Source: an optimization exercise on an open RTL-to-GDS flow (aim: small area). Production flows keep margins and buffers that such runs may drop.
Only simulation tests tie the RTL to the original design; equivalence was not proved.
Power figures rest on the tool's default switching activity, not on a simulated workload.

$ cat flow/constraint.sdc
create_clock -name core_clock -period 6.0 [get_ports {clk}]
set_input_delay 1.2000 -clock core_clock [delete_from_list [all_inputs] [get_ports {clk}]]
set_output_delay 1.2000 -clock core_clock [all_outputs]
set_load 0.01 [all_outputs]
$ cat flow/run.sh
#!/bin/bash
# synth_recipe.tcl (not shown) runs the flow's synth.tcl, then flattens the netlist and writes it again
# the make line also repeats each setting of config.mk as NAME=value (left out here)
make -C /OpenROAD-flow-scripts/flow DESIGN_CONFIG=/design/flow/config.mk WORK_HOME=/design/flow/orfs CLKGATE_MAP_FILE= SYNTH_SCRIPT=/design/flow/synth_recipe.tcl finish
$ cat flow/config.mk
export PLATFORM = sky130hd
export DESIGN_NAME = fir_cmem_bank
export DESIGN_NICKNAME = fir_cmem_bank
export VERILOG_FILES = /design/flow/design.v
export SDC_FILE = /design/flow/constraint.sdc
export NUM_CORES = 4
export LEC_CHECK = 0
export CAP_MARGIN = 20
export CORE_MARGIN = 2
export CORE_UTILIZATION = 55
export CTS_BUF_LIST = sky130_fd_sc_hd__clkbuf_8
export CTS_CLUSTER_DIAMETER = 60
export CTS_CLUSTER_SIZE = 12
export GPL_TIMING_DRIVEN = 0
export SLEW_MARGIN = 20
export SYNTH_HIERARCHICAL = 1
export SYNTH_MINIMUM_KEEP_SIZE = 0
$ cat flow/design.v
`default_nettype none
module fir_cmem_bank (
   input  logic        clk,
   input  logic        rst_n,
   input  logic        CEN,
   input  logic        WEN,
   input  logic [5:0]  A,
   input  logic [0:0]  BA,
   input  logic [15:0] D,
   output logic [15:0] Q,
   output logic        wr_drop,
   input  logic        swap_req,
   input  logic [0:0]  swap_bank,
   output logic [0:0]  act_bank,
   input  logic        start,
   output logic        busy,
   output logic        c_valid,
   output logic [5:0]  c_idx,
   output logic [15:0] c_data,
   output logic        c_last
);
   logic [15:0]  mem_q [128];
   logic         pend_q, pend_bank_q;
   logic [5:0]   cnt_q;
   logic         run, go, wr_hit_act, wr_en, rd_en, frame_end;
   logic [127:0] wsel, wsel_n, hsel, ssel;
   logic [15:0]  mem_d [128];
   logic [15:0]  hword, sword;
   assign run        = busy && !c_last;
   assign go         = start && !busy;
   assign frame_end  = run && (cnt_q == 6'd63);
   assign wr_hit_act = busy && (BA == act_bank);
   assign wr_en      = !CEN && !WEN && !wr_hit_act;
   assign rd_en      = !CEN && WEN;
   cm_dec7rw u_hdec (.a({BA, A}), .we(wr_en), .rsel(hsel), .wsel(wsel), .wsel_n(wsel_n));
   cm_dec7   u_sdec (.a({act_bank, cnt_q}), .sel(ssel));
   assign c_idx = cnt_q - 6'd1;
   for (genvar b = 0; b < 16; b++) begin : g_bit
      logic [127:0] col;
      for (genvar w = 0; w < 128; w++) begin : g_w
         assign col[w] = mem_q[w][b];
      end
      cm_rd128 u_h (.sel(hsel), .d(col), .y(hword[b]));
      cm_rd128 u_s (.sel(ssel), .d(col), .y(sword[b]));
   end
   for (genvar w = 0; w < 128; w++) begin : g_st
      for (genvar b = 0; b < 16; b++) begin : g_b
         cm_ao22 u (.a1(wsel[w]), .a2(D[b]), .b1(wsel_n[w]), .b2(mem_q[w][b]), .y(mem_d[w][b]));
      end
   end
   always_ff @(posedge clk) begin
      for (int w = 0; w < 128; w++) mem_q[w] <= mem_d[w];
   end
   always_ff @(posedge clk) begin
      cnt_q  <= busy ? cnt_q + 6'd1 : 6'd0;
      c_data <= sword;
   end
   always_ff @(posedge clk) begin
      if (!rst_n) begin
         pend_q      <= 1'b0;
         pend_bank_q <= 1'b0;
         act_bank    <= 1'b0;
         busy        <= 1'b0;
         Q           <= '0;
         wr_drop     <= 1'b0;
         c_valid     <= 1'b0;
         c_last      <= 1'b0;
      end else begin
         busy    <= go || run;
         c_valid <= run;
         c_last  <= frame_end;
         wr_drop <= !CEN && !WEN && wr_hit_act;
         if (rd_en) Q <= hword;
         if (run && !frame_end) begin
            if (swap_req) begin
               pend_q      <= 1'b1;
               pend_bank_q <= swap_bank;
            end
         end else begin
            pend_q <= 1'b0;
            if (swap_req)    act_bank <= swap_bank;
            else if (pend_q) act_bank <= pend_bank_q;
         end
      end
   end
endmodule
module cm_dec7 (
   input  logic [6:0]   a,
   output logic [127:0] sel
);
   logic [7:0]  lo;
   logic [15:0] hi;
   always_comb begin
      for (int i = 0; i < 8; i++)  lo[i] = (a[2:0] == 3'(i));
      for (int j = 0; j < 16; j++) hi[j] = (a[6:3] == 4'(j));
   end
   for (genvar w = 0; w < 128; w++) begin : g_w
      cm_and2 u (.a(lo[w % 8]), .b(hi[w / 8]), .y(sel[w]));
   end
endmodule
module cm_dec7rw (
   input  logic [6:0]   a,
   input  logic         we,
   output logic [127:0] rsel,
   output logic [127:0] wsel,
   output logic [127:0] wsel_n
);
   logic [7:0]  lo, lw;
   logic [15:0] hi;
   always_comb begin
      for (int i = 0; i < 8; i++) begin
         lo[i] = (a[2:0] == 3'(i));
         lw[i] = we && (a[2:0] == 3'(i));
      end
      for (int j = 0; j < 16; j++) hi[j] = (a[6:3] == 4'(j));
   end
   for (genvar w = 0; w < 128; w++) begin : g_w
      cm_and2 u_r (.a(lo[w % 8]), .b(hi[w / 8]), .y(rsel[w]));
      cm_and2  u_w (.a(lw[w % 8]), .b(hi[w / 8]), .y(wsel[w]));
      cm_inv   u_n (.a(wsel[w]), .y(wsel_n[w]));
   end
endmodule
module cm_rd128 (
   input  logic [127:0] sel,
   input  logic [127:0] d,
   output logic         y
);
   logic [41:0] l1;
   for (genvar k = 0; k < 42; k++) begin : g_l1
      cm_aoi222 u (.a1(sel[3*k]), .a2(d[3*k]), .b1(sel[3*k+1]), .b2(d[3*k+1]),
                   .c1(sel[3*k+2]), .c2(d[3*k+2]), .y(l1[k]));
   end
   cm_rdtail u_t (.l1(l1), .sel(sel[127:126]), .d(d[127:126]), .y(y));
endmodule
module cm_aoi222 (input logic a1, a2, b1, b2, c1, c2, output logic y);
   assign y = !((a1 && a2) || (b1 && b2) || (c1 && c2));
endmodule
module cm_rdtail (
   input  logic [41:0] l1,
   input  logic [1:0]  sel,
   input  logic [1:0]  d,
   output logic        y
);
   logic [10:0] p;
   logic [1:0]  n;
   logic [2:0]  r;
   cm_nand2 u_n0 (.a(sel[0]), .b(d[0]), .y(n[0]));
   cm_nand2 u_n1 (.a(sel[1]), .b(d[1]), .y(n[1]));
   for (genvar k = 0; k < 10; k++) begin : g_p
      cm_nand4 u (.a(l1[4*k]), .b(l1[4*k+1]), .c(l1[4*k+2]), .d(l1[4*k+3]), .y(p[k]));
   end
   cm_nand4 u_p10 (.a(l1[40]), .b(l1[41]), .c(n[0]), .d(n[1]), .y(p[10]));
   cm_or4 u_r0 (.a(p[0]), .b(p[1]), .c(p[2]), .d(p[3]), .y(r[0]));
   cm_or4 u_r1 (.a(p[4]), .b(p[5]), .c(p[6]), .d(p[7]), .y(r[1]));
   cm_or3 u_r2 (.a(p[8]), .b(p[9]), .c(p[10]), .y(r[2]));
   cm_or3 u_y  (.a(r[0]), .b(r[1]), .c(r[2]), .y(y));
endmodule
module cm_nand2 (input logic a, b, output logic y);
   assign y = !(a && b);
endmodule
module cm_nand4 (input logic a, b, c, d, output logic y);
   assign y = !(a && b && c && d);
endmodule
module cm_or4 (input logic a, b, c, d, output logic y);
   assign y = a || b || c || d;
endmodule
module cm_or3 (input logic a, b, c, output logic y);
   assign y = a || b || c;
endmodule
module cm_and2 (input logic a, b, output logic y);
   assign y = a && b;
endmodule
module cm_inv (input logic a, output logic y);
   assign y = !a;
endmodule
module cm_ao22 (input logic a1, a2, b1, b2, output logic y);
   assign y = (a1 && a2) || (b1 && b2);
endmodule
`default_nettype wire
==> flow_summary_export.csv, run 1 <==
group,metric,value,unit
run_status,status,"complete, no violations",
floorplanning,die-height,387,um
global_routing,antenna_found_initial,68,
clocking,clk_pin_slew,0.08,ns
power_and_ir_drop,clockPowerShare,32.7,%
timing,fin_tns_setup,0,ns
timing,hold_violations,0,
yosys,avgSynthCellArea,12.0,sq um
timing,fmax,181,MHz
floorplanning,die_x,387,um
drt,vias_per_cell,8.70,
floorplanning,rows,140,
floorplanning,pin_count,73,
floorplanning,die_area,150000,sq um
clocking,htree_num_levels,4,
clocking,clock-sinks,2093,
placed_design,place_congestion,1.03,
clocking,cts_hold_buffers,0,
drt,vias,79200,
drt,firstDrtPassIters,15,
global_routing,grt_usage,45.7,%
timing,rsz0062_at_grt,"no",
clocking,cts_resized,0,
drt,routedWlPerCell,40.3,um
finish,final_common_cell,"dfxtp_1",
critical_path,r2r-end,"mem_q[17][9]",
timing,max_slew_margin,11.9,%
timing,worst_pin_slew,1.32,ns
yosys,ys_types,42,
global_routing,grt_pass1_vias,69600,
yosys,synth_cells,6719,
yosys,synth_nets,6751,
worst_hold_path,whs_path_depth,2,
yosys,yosysWarnings,12,
drt,drt-total-wl,367,mm
critical_path,cp-start-kind,"input port",
timing,timing.hold.ws,0.461,ns
placed_design,portBuffers,72,
critical_path,reg2reg_depth,6,
placed_design,dp_hpwl,236,mm
power_and_ir_drop,irDropWorstVdd,0.206,mV
global_routing,grt.overflow.total,0,
timing,setup_slack,0.480,ns
power_and_ir_drop,seq_power_share,61.5,%
finish,area_growth,9.49,%
yosys,seq_area_frac_synth,51.8,%
yosys,synth-seq-cells,2093,
power_and_ir_drop,power.leakage,32.0,nW
power_and_ir_drop,power.switching,6.21,mW
clocking,clockBufferDepth,3,
clocking,cts_tree,"yes",
timing,setup_viol,0,
power_and_ir_drop,p_int,18.4,mW
critical_path,criticalPathCategory,"input port to flop",
clocking,postCtsSetupBuffers,0,
yosys,syn_area,80800,sq um
critical_path,rr_startpoint,"act_bank",
critical_path,worst_setup_path_end_kind,"flop",
timing,fin_crit,5.52,ns
critical_path,cp_data_required_time,6.81,ns
power_and_ir_drop,power,24.6,mW
clocking,cts_root_buffer,"clkbuf_8",
worst_hold_path,min_to,"Q[6]",
worst_hold_path,min_path_type,"flop to flop",
worst_hold_path,hp-start,"Q[6]",
timing,slew_viol_final,0,
placed_design,pre_cts_ws,-0.00801,ns
critical_path,cp_max_fo,16,
finish,drive_above_1_share,5.17,%
drt,ant_nets,0,
finish,fin_nets,7084,
drt,drt-initial-drc-count,19900,
clocking,cts_made_buffers,195,
power_and_ir_drop,share_comb_of_total_power,5.8,%
clocking,insertion_delay,0.96,ns
power_and_ir_drop,power.density,277,nW/um^2
floorplanning,initial_core_util,55.5,%
drt,drcViolationCount,0,
run,max_cap_violations,0,
timing,skew,0.0466,ns
floorplanning,core,146000,sq um
critical_path,cp.arrival,6.33,ns
global_routing,grt_max_degree,89,
global_routing,grt_pass1_wl,511,mm
finish,layout_common_cells,"dfxtp_1, a22o_1, a222oi_1",
critical_path,r2r_setup_slack,0.88,ns
timing,post-route-period-util,92.0,%
power_and_ir_drop,swShare,25.3,%
==> through the flow <==
step	utilization, %	std cells	instance area (sq um)
global placement	57.6	8708	84000
CTS	60.5	8999	88200
floorplan	-	6719	80800
finish	60.7	9112	88500
detailed placement	58.5	8772	85200
global route	60.6	9013	88300
==> kinds of logic after synthesis <==
logic type / synth area share (%)
xor gates and xnor gates: 0.0867
buffers and inverters: 0.777
and+or+nand+nor: 8.21
muxes: 0.0124
adders and majority gates: 0.0309
DFF: 51.8
AOI/OAI and AO/OA: 39.1
==> cell usage after synthesis (all sizes together) <==
cell type	number	share of area [%]
nor2	4	0.019
nor4	2	0.031
nor2b	3	0.023
dfxtp	2093	52
nor3b	8	0.074
o221a	1	0.014
nand3	3	0.034
o21bai	1	0.0093
inv	133	0.62
a222oi	1344	17
and3b	6	0.065
and2	388	3.0
xor2	4	0.043
ha	2	0.031
or4	64	0.59
buf	15	0.14
or3	65	0.50
and4b	11	0.14
nand4	352	2.7
mux2i	1	0.012
o21ai	1	0.0062
a21oi	1	0.0062
a21boi	18	0.17
a22o	2048	22
xnor2	4	0.043
nor3	6	0.051
nand2	102	0.47
clkbuf	4	0.022
o21a	2	0.019
nand2b	1	0.0077
o211ai	1	0.0093
nor4b	9	0.17
and3	2	0.015
and2b	1	0.0093
and4	4	0.043
and4bb	15	0.23
==> power by group through the flow <==
stage	logic (mW)	registers (mW)	clock network [mW]
detailed placement	1.34	15.4	0
finish	1.42	15.1	8.04
floorplan	0.650	15.2	0
CTS	1.34	15.1	8.02
global placement	1.24	15.4	0
global route	1.44	15.2	8.55
==> critical path, stage by stage <==
cell and delay, ns:
clkdlybuf4s50_1 0.54, buf_4 0.25, nor3b_2 0.24, buf_4 0.21, buf_6 0.15, buf_6 0.15, buf_4 0.17, and2_1 0.38
a222oi_1 0.72, nand4_1 0.64, or4_1 0.87, or3_1 0.60, nand2_1 0.11, a21boi_0 0.07
==> routing by layer <==
layer	track usage, %	vias to the layer above	part of all wire [%]
met5	0.510	-	0.068
met4	23.5	36	6.4
met3	18.2	1256	16
met2	63.1	7363	40
met1	61.1	39000	37
li1	-	31600	-
==> per-module statistics from Yosys, one instance, submodules excluded, a selection <==
module,times used,flip-flops and latches,cell area (sq um)
fir_cmem_bank,1,2093,42600
cm_dec7rw,1,0,400
cm_dec7,1,0,287
cm_aoi222,1344,0,10.0
cm_or4,64,0,7.51
cm_and2,384,0,6.26
cm_nand4,352,0,6.26
cm_or3,64,0,6.26
cm_nand2,64,0,3.75
cm_inv,128,0,3.75
==> worst max-delay path by stage <==
stage | startpoint | end | slack, ns | cells past startpoint
2_1_floorplan | A[2] | Q[0] | 2.54 | 9
3_3_place_gp | A[1] | Q[2] | -3.54 | 10
3_5_place_dp | A[1] | Q[2] | -0.008 | 14
4_1_cts | A[1] | Q[2] | 0.96 | 14
5_1_grt | A[1] | Q[2] | 0.59 | 14
6_report | A[1] | Q[2] | 0.48 | 14
==> registers in the layout, indices dropped and copies added (netlist names) <==
name and flops:
mem_q 2048, Q 16, c_data 16, cnt_q 6
act_bank 1, busy 1, c_last 1, c_valid 1
pend_bank_q 1, pend_q 1, wr_drop 1
==> layout make-up <==
type	instances	area, sq um
antenna	113	283
buffer	19	129
clock buffer	211	2900
clock inverter	16	129
fill	12000	57200
inverter	133	499
multi-input combinational	4474	38400
sequential	2093	41900
tap	1917	2400
timing repair buffer	136	1830
==> run 2: changes to the inputs <==
==> flow/flow/run.sh (new file) <==
#!/bin/bash
# The standard layout with two changes: port buffers are buf_2 cells, and clock tree synthesis
# adds no dummy loads for balancing. make's full output goes to flow.log in the work folder.
set -euo pipefail
cts="-sink_clustering_enable -repair_clock_nets -sink_clustering_size 12"
cts="$cts -sink_clustering_max_diameter 60 -buf_list sky130_fd_sc_hd__clkbuf_8 -dont_use_dummy_load"
bp="-buffer_cell sky130_fd_sc_hd__buf_2"
export CTS_ARGS="$cts"
export BUFFER_PORTS_ARGS="$bp"
bash standard.sh "CTS_ARGS=$cts" "BUFFER_PORTS_ARGS=$bp" finish > flow.log 2>&1
==> flow/standard.sh (new file) <==
#!/bin/bash
# synth_recipe.tcl (not shown) runs the flow's synth.tcl, then flattens the netlist and writes it again
# the make line also repeats each setting of config.mk as NAME=value (left out here)
make -C /OpenROAD-flow-scripts/flow DESIGN_CONFIG=/design/flow/config.mk WORK_HOME=/design/flow/orfs CLKGATE_MAP_FILE= SYNTH_SCRIPT=/design/flow/synth_recipe.tcl "${@:-finish}"
--- a/flow/config.mk
+++ b/flow/config.mk
@@ -9,3 +9,3 @@
 export CORE_MARGIN = 2
-export CORE_UTILIZATION = 55
+export CORE_UTILIZATION = 45
 export CTS_BUF_LIST = sky130_fd_sc_hd__clkbuf_8
removed: flow/run.sh
==> flow_summary_export.csv, run 2 <==
group,metric,value,unit
run_status,status,"failed layout checks",
run_status,so_faults,"antenna violations",
clocking,clockBufferDepth,3,
critical_path,crit_chain,"buf_2 -> buf_4 -> and3b_2 -> buf_16 -> and2_1 -> a222oi_1 -> nand4_1 -> or4_1 -> or3_1 -> nand2_1 -> a21boi_1",
yosys,ys_types,42,
critical_path,critPathSlowestCell,"or4_1",
global_routing,grt_pass1_wl,521,mm
critical_path,cp.arrival,5.82,ns
yosys,yosysWarnings,12,
drt,ant_nets,1,
finish,layout_common_cells,"dfxtp_1, a22o_1, a222oi_1",
global_routing,grt_usage,38.4,%
worst_hold_path,min_path_type,"flop to flop",
finish,top_register,"mem_q",
clocking,insertion_delay,1.01,ns
critical_path,cp_max_fo,17,
floorplanning,pin_count,73,
yosys,yosysMostFrequentCell,"dfxtp_1",
placed_design,place_area,85600,sq um
finish,fillers,16000,
timing,post-route-period-util,82.0,%
global_routing,grt_max_degree,83,
yosys,synth_common_cells,"dfxtp_1, a22o_1, a222oi_1",
placed_design,pre_cts_ws,0.460,ns
critical_path,worst_setup_path_end_kind,"flop",
drt,firstDrtPassIters,14,
critical_path,r2r-end,"c_data[2]",
finish,final_common_cell,"dfxtp_1",
run,max_cap_violations,0,
drt,vias_per_cell,8.19,
placed_design,portBuffers,72,
global_routing,grt_pass1_vias,69900,
worst_hold_path,hp-start,"Q[10]",
worst_hold_path,min_to,"Q[10]",
critical_path,cp-start-kind,"input port",
floorplanning,die-height,428,um
drt,routedWlPerCell,39.8,um
yosys,synth-edff-count,0,
floorplanning,initial_core_util,45.3,%
floorplanning,core,178000,sq um
placed_design,place_inst,9220,
critical_path,critPathMaxStageDelay,1.01,ns
finish,final_util,49.7,%
drt,drt-initial-drc-count,18100,
clocking,postCtsSetupBuffers,0,
critical_path,rr_startpoint,"cnt_q[0]",
worst_hold_path,whs_path_depth,2,
drt,drt-total-wl,378,mm
floorplanning,die_area,183000,sq um
floorplanning,rows,155,
timing,setup_slack,1.08,ns
finish,reg_top3,"mem_q: 2048 flops, Q: 16 flops, c_data: 16 flops",
yosys,ys_async_sr_fraction,0,%
power_and_ir_drop,power.leakage,32.0,nW
yosys,synth_ff_type,"dfxtp_1",
timing,slew_viol_final,0,
timing,setup_viol,0,
yosys,synth.area.top_cells,"dfxtp_1, a22o_1, a222oi_1",
critical_path,reg2reg_depth,7,
finish,design_area,88600,sq um
finish,fin_nets,7099,
finish,instances_no_fill,9504,
timing,worst_pin_slew,1.05,ns
clocking,clock-sinks,2093,
yosys,yosysTopAreaCell,"dfxtp_1",
clocking,cts_root_buffer,"clkbuf_8",
timing,fin_tns_setup,0,ns
finish,largest_register_ffs,2048,
finish,drive_above_1_share,5.85,%
timing,max_slew_margin,30.2,%
yosys,synth_top_area_share,51.8,%
floorplanning,die_x,428,um
global_routing,grt.overflow.total,0,
global_routing,antenna_found_initial,67,
finish,area_growth,9.60,%
placed_design,dp_hpwl,242,mm
timing,hold_violations,0,
timing,rsz0062_at_grt,"no",
clocking,cts_resized,0,
yosys,avgSynthCellArea,12.0,sq um
clocking,cts_made_buffers,199,
power_and_ir_drop,power.density,274,nW/um^2
yosys,seq_area_frac_synth,51.8,%
timing,fin_crit,4.92,ns
clocking,clk_pin_slew,0.08,ns
yosys,synth_cells,6719,
yosys,synth-seq-cells,2093,
drt,drcViolationCount,0,
critical_path,cp_data_required_time,6.90,ns
drt,vias,77800,
clocking,cts_hold_buffers,0,
timing,skew,0.0754,ns
placed_design,place_congestion,1.03,
finish,layout.area.seq,41900,sq um
power_and_ir_drop,irDropWorstVdd,0.225,mV
timing,fmax,203,MHz
critical_path,r2r_setup_slack,1.15,ns
finish,multi_input_area,38500,sq um
yosys,synth_nets,6751,
clocking,cts_tree,"yes",
yosys,syn_area,80800,sq um
critical_path,criticalPathCategory,"input port to flop",
clocking,htree_num_levels,4,
-- run 2: layout make-up --
type,count,area share (%)
diodes,84,0.237
plain buffers,19,0.145
clock buffers,199,3.09
inverters,133,0.563
multi-input cells,4474,43.4
flip-flops and latches,2093,47.3
well taps,2355,3.33
repair buffers,147,1.93
-- run 2: cell families after synthesis --
logic type	after synthesis	share of synthesized area, %
and+or+nand+nor	1046	8.21
xor gates and xnor gates	8	0.0867
AOI/OAI and AO/OA	3417	39.1
buffers and inverters	152	0.777
DFF	2093	51.8
muxes	1	0.0124
adders and majority gates	2	0.0309
-- run 2: worst max-delay path by stage --
stage | from | to | slack [ns]
6_report | A[0] | Q[6] | 1.08
5_1_grt | A[0] | Q[6] | 1.12
4_1_cts | cnt_q[0] | c_data[2] | 1.51
3_5_place_dp | A[0] | Q[2] | 0.46
3_3_place_gp | A[0] | Q[2] | -3.56
2_1_floorplan | A[2] | Q[0] | 2.54
-- run 2: power by group --
group / internal [mW] / switching [mW]
combinational: 0.589 / 0.845
clock: 2.94 / 4.85
sequential: 14.6 / 0.547
total: 18.1 / 6.24
-- run 2: worst max-delay path, delay by kind of cell --
kind	cells	cell delay (ns)
compound gates	2	0.88
simple gates	6	3.07
buf+inv	3	0.65
-- run 2: modules after synthesis, one instance, submodules excluded, excerpt --
module / copies in the design / flops+latches / cell area (sq um)
cm_aoi222: 1344 / 0 / 10.0
cm_nand2: 64 / 0 / 3.75
cm_or4: 64 / 0 / 7.51
cm_nand4: 352 / 0 / 6.26
cm_or3: 64 / 0 / 6.26
cm_ao22: 2048 / 0 / 8.76
cm_and2: 384 / 0 / 6.26
cm_dec7rw: 1 / 0 / 400
fir_cmem_bank: 1 / 2093 / 42600
cm_dec7: 1 / 0 / 287
cm_inv: 128 / 0 / 3.75
-- run 2: through the flow --
step | hold slack (ns) | power (mW)
finish | 0.469 | 24.3
global route | 0.447 | 24.9
global placement | 0.453 | 16.6
floorplan | 0.438 | 15.9
CTS | 0.396 | 24.2
detailed placement | 0.460 | 16.7
-- run 2: routing by layer --
metal	part of all wire, %	up-vias	track usage [%]
li1	-	31500	-
met1	38	38600	50.8
met2	41	6528	53.8
met3	14	1147	12.9
met4	6.9	44	23.3
met5	0.079	-	0
==> run 3: changes to the inputs <==
--- a/flow/design.v
+++ b/flow/design.v
@@ -25,4 +25,3 @@
    logic         run, go, wr_hit_act, wr_en, rd_en, frame_end;
-   logic [127:0] wsel, wsel_n, hsel, ssel;
-   logic [15:0]  mem_d [128];
+   logic [127:0] wsel, hsel, ssel;
    logic [15:0]  hword, sword;
@@ -34,3 +33,3 @@
    assign rd_en      = !CEN && WEN;
-   cm_dec7rw u_hdec (.a({BA, A}), .we(wr_en), .rsel(hsel), .wsel(wsel), .wsel_n(wsel_n));
+   cm_dec7rw u_hdec (.a({BA, A}), .we(wr_en), .rsel(hsel), .wsel(wsel));
    cm_dec7   u_sdec (.a({act_bank, cnt_q}), .sel(ssel));
@@ -45,9 +44,5 @@
    end
-   for (genvar w = 0; w < 128; w++) begin : g_st
-      for (genvar b = 0; b < 16; b++) begin : g_b
-         cm_ao22 u (.a1(wsel[w]), .a2(D[b]), .b1(wsel_n[w]), .b2(mem_q[w][b]), .y(mem_d[w][b]));
-      end
-   end
    always_ff @(posedge clk) begin
-      for (int w = 0; w < 128; w++) mem_q[w] <= mem_d[w];
+      for (int w = 0; w < 128; w++)
+         if (wsel[w]) mem_q[w] <= D;
    end
@@ -104,4 +99,3 @@
    output logic [127:0] rsel,
-   output logic [127:0] wsel,
-   output logic [127:0] wsel_n
+   output logic [127:0] wsel
 );
@@ -118,4 +112,3 @@
       cm_and2 u_r (.a(lo[w % 8]), .b(hi[w / 8]), .y(rsel[w]));
-      cm_and2  u_w (.a(lw[w % 8]), .b(hi[w / 8]), .y(wsel[w]));
-      cm_inv   u_n (.a(wsel[w]), .y(wsel_n[w]));
+      cm_and2 u_w (.a(lw[w % 8]), .b(hi[w / 8]), .y(wsel[w]));
    end
@@ -143,27 +136,3 @@
 );
-   logic [10:0] p;
-   logic [1:0]  n;
-   logic [2:0]  r;
-   cm_nand2 u_n0 (.a(sel[0]), .b(d[0]), .y(n[0]));
-   cm_nand2 u_n1 (.a(sel[1]), .b(d[1]), .y(n[1]));
-   for (genvar k = 0; k < 10; k++) begin : g_p
-      cm_nand4 u (.a(l1[4*k]), .b(l1[4*k+1]), .c(l1[4*k+2]), .d(l1[4*k+3]), .y(p[k]));
-   end
-   cm_nand4 u_p10 (.a(l1[40]), .b(l1[41]), .c(n[0]), .d(n[1]), .y(p[10]));
-   cm_or4 u_r0 (.a(p[0]), .b(p[1]), .c(p[2]), .d(p[3]), .y(r[0]));
-   cm_or4 u_r1 (.a(p[4]), .b(p[5]), .c(p[6]), .d(p[7]), .y(r[1]));
-   cm_or3 u_r2 (.a(p[8]), .b(p[9]), .c(p[10]), .y(r[2]));
-   cm_or3 u_y  (.a(r[0]), .b(r[1]), .c(r[2]), .y(y));
-endmodule
-module cm_nand2 (input logic a, b, output logic y);
-   assign y = !(a && b);
-endmodule
-module cm_nand4 (input logic a, b, c, d, output logic y);
-   assign y = !(a && b && c && d);
-endmodule
-module cm_or4 (input logic a, b, c, d, output logic y);
-   assign y = a || b || c || d;
-endmodule
-module cm_or3 (input logic a, b, c, output logic y);
-   assign y = a || b || c;
+   assign y = !(&l1) || (|(sel & d));
 endmodule
@@ -172,8 +141,2 @@
 endmodule
-module cm_inv (input logic a, output logic y);
-   assign y = !a;
-endmodule
-module cm_ao22 (input logic a1, a2, b1, b2, output logic y);
-   assign y = (a1 && a2) || (b1 && b2);
-endmodule
 `default_nettype wire
==> flow/run.sh (new file) <==
#!/bin/bash
# synth_recipe.tcl (not shown) runs the flow's synth.tcl, then flattens the netlist and writes it again
# the make line also repeats each setting of config.mk as NAME=value (left out here)
make -C /OpenROAD-flow-scripts/flow DESIGN_CONFIG=/design/flow/config.mk WORK_HOME=/design/flow/orfs CLKGATE_MAP_FILE= SYNTH_SCRIPT=/design/flow/synth_recipe.tcl finish
--- a/flow/config.mk
+++ b/flow/config.mk
@@ -15,3 +15 @@
 export SLEW_MARGIN = 20
-export SYNTH_HIERARCHICAL = 1
-export SYNTH_MINIMUM_KEEP_SIZE = 0
removed: flow/flow/run.sh
removed: flow/standard.sh
==> flow_summary_export.csv, run 3 <==
group,metric,value,unit
run_status,lastStage,"5_1_grt",
clocking,clock-sinks,2093,
yosys,synth_ff_type,"edfxtp_1",
placed_design,pre_cts_ws,-1.08,ns
yosys,synth-edff-count,2048,
global_routing,grt_max_degree,95,
yosys,yosysMostFrequentCell,"edfxtp_1",
global_routing,grt_pass1_wl,1350,mm
global_routing,grt.overflow.total,17300,
floorplanning,pin_count,73,
floorplanning,die-height,451,um
yosys,syn_area,90000,sq um
run_status,status,"stopped before the end",
yosys,synth_top_area_share,68.3,%
global_routing,grt_usage,101,%
yosys,synth-seq-cells,2093,
placed_design,portBuffers,71,
yosys,ys_async_sr_fraction,0,%
yosys,yosysWarnings,4,
clocking,cts_root_buffer,"clkbuf_8",
clocking,clockBufferDepth,3,
yosys,synth_cells,6339,
global_routing,grt_pass1_vias,110000,
placed_design,place_congestion,1.62,
yosys,ys_types,87,
placed_design,dp_hpwl,641,mm
placed_design,place_area,109000,sq um
yosys,yosysTopAreaCell,"edfxtp_1",
floorplanning,die_x,451,um
yosys,synth.area.top_cells,"edfxtp_1, a22oi_1, nand2_1",
floorplanning,initial_core_util,45.2,%
yosys,avgSynthCellArea,14.2,sq um
clocking,htree_num_levels,4,
yosys,synth_nets,6376,
floorplanning,rows,164,
yosys,seq_area_frac_synth,69.3,%
run_status,stop_error,"[ERROR GRT-0116] Global routing finished with congestion. Check the congestion regions in the DRC Viewer.",
clocking,cts_made_buffers,206,
yosys,synth_common_cells,"edfxtp_1, a22oi_1, nand2_1",
==> run 3: changes by cell type after synthesis, sizes merged, moves of 142 or more <==
cell,change
buf,+194
nor2,+281
nand4,-142
a22o,-1920
dfxtp,-2048
nor3,+227
a22oi,+1618
a222oi,-1318
nand2,+267
and2,-379
edfxtp,+2048
clkbuf,+215
==> run 3: how the worst max path moves through the flow <==
stage / end / slack (ns) / from
4_1_cts: mem_q[84][14] / 0.15 / A[0]
3_5_place_dp: mem_q[46][5] / -1.08 / A[1]
3_3_place_gp: mem_q[49][4] / -5.97 / A[1]
2_1_floorplan: mem_q[34][0] / 1.54 / A[2]
==> run 3: cells by family after synthesis <==
kind of cell	count (synthesis)	synth area share, %
buf+inv	440	2.33
fa+ha+maj	7	0.0973
flops	2093	69.3
compound gates	2275	19.0
mux	65	0.765
simple gates	1452	8.41
xor+xnor	7	0.0681
==> run 3: routing by layer <==
layer  GRT overflow  GRT usage, %
met3           2440          95.4
met2           8302           113
met4           2328          98.0
met1           3939          96.5
met5            317          88.9
==> run 3: power groups by stage <==
| stage | registers [mW] | clock network (mW) | logic [mW] |
|---|---|---|---|
| after global placement | 16.5 | 0 | 1.50 |
| after detailed placement | 16.4 | 0 | 1.72 |
| after floorplan | 16.4 | 0 | 0.509 |
| after CTS | 16.1 | 8.62 | 1.73 |
==> run 3: per-stage QoR <==
stage / power, mW / instances
2_1_floorplan: 16.9 / 6339
3_3_place_gp: 18.0 / 9066
3_5_place_dp: 18.2 / 10000
4_1_cts: 26.4 / 10400
==> run 3: timing repair <==
item | CTS
setup endpoints to repair | 4
hold endpoints to repair | 0
pin swaps | 0
gates resized for setup | 0
hold buffers | 0
buffers inserted | 0

## static timing again, ports no longer ideal
How much do the figures lean on ideal ports? The routed layouts below were timed once more, with nothing changed but the port constraints.
Step 1, drivers: a clkbuf_16 drives clk and a buf_2 each remaining input, both assumed.
Step 2 moves the port delays by t, midway between the first and last clock arrival at a register: inputs arrive t later, outputs are due t later. That takes back most of the time a late clock gives input paths.
a / b / c = ideal ports / drivers / drivers and shift; a / b = the first two.
run	t, ns	setup slack, ns	latest minus earliest clock arrival (ns)	worst register clock-pin slew, ns
run 1	1.023	0.480 / 0.528 / -0.495	0.048 / 0.048	0.10 / 0.10
run 2	1.055	1.081 / 1.140 / 0.085	0.077 / 0.077	0.09 / 0.09
With both steps, setup timing fails in run 1, where it was met with ideal ports. The setup slack of run 2, which loses most, moves by +0.059 ns with the drivers and by -0.996 ns with both steps.
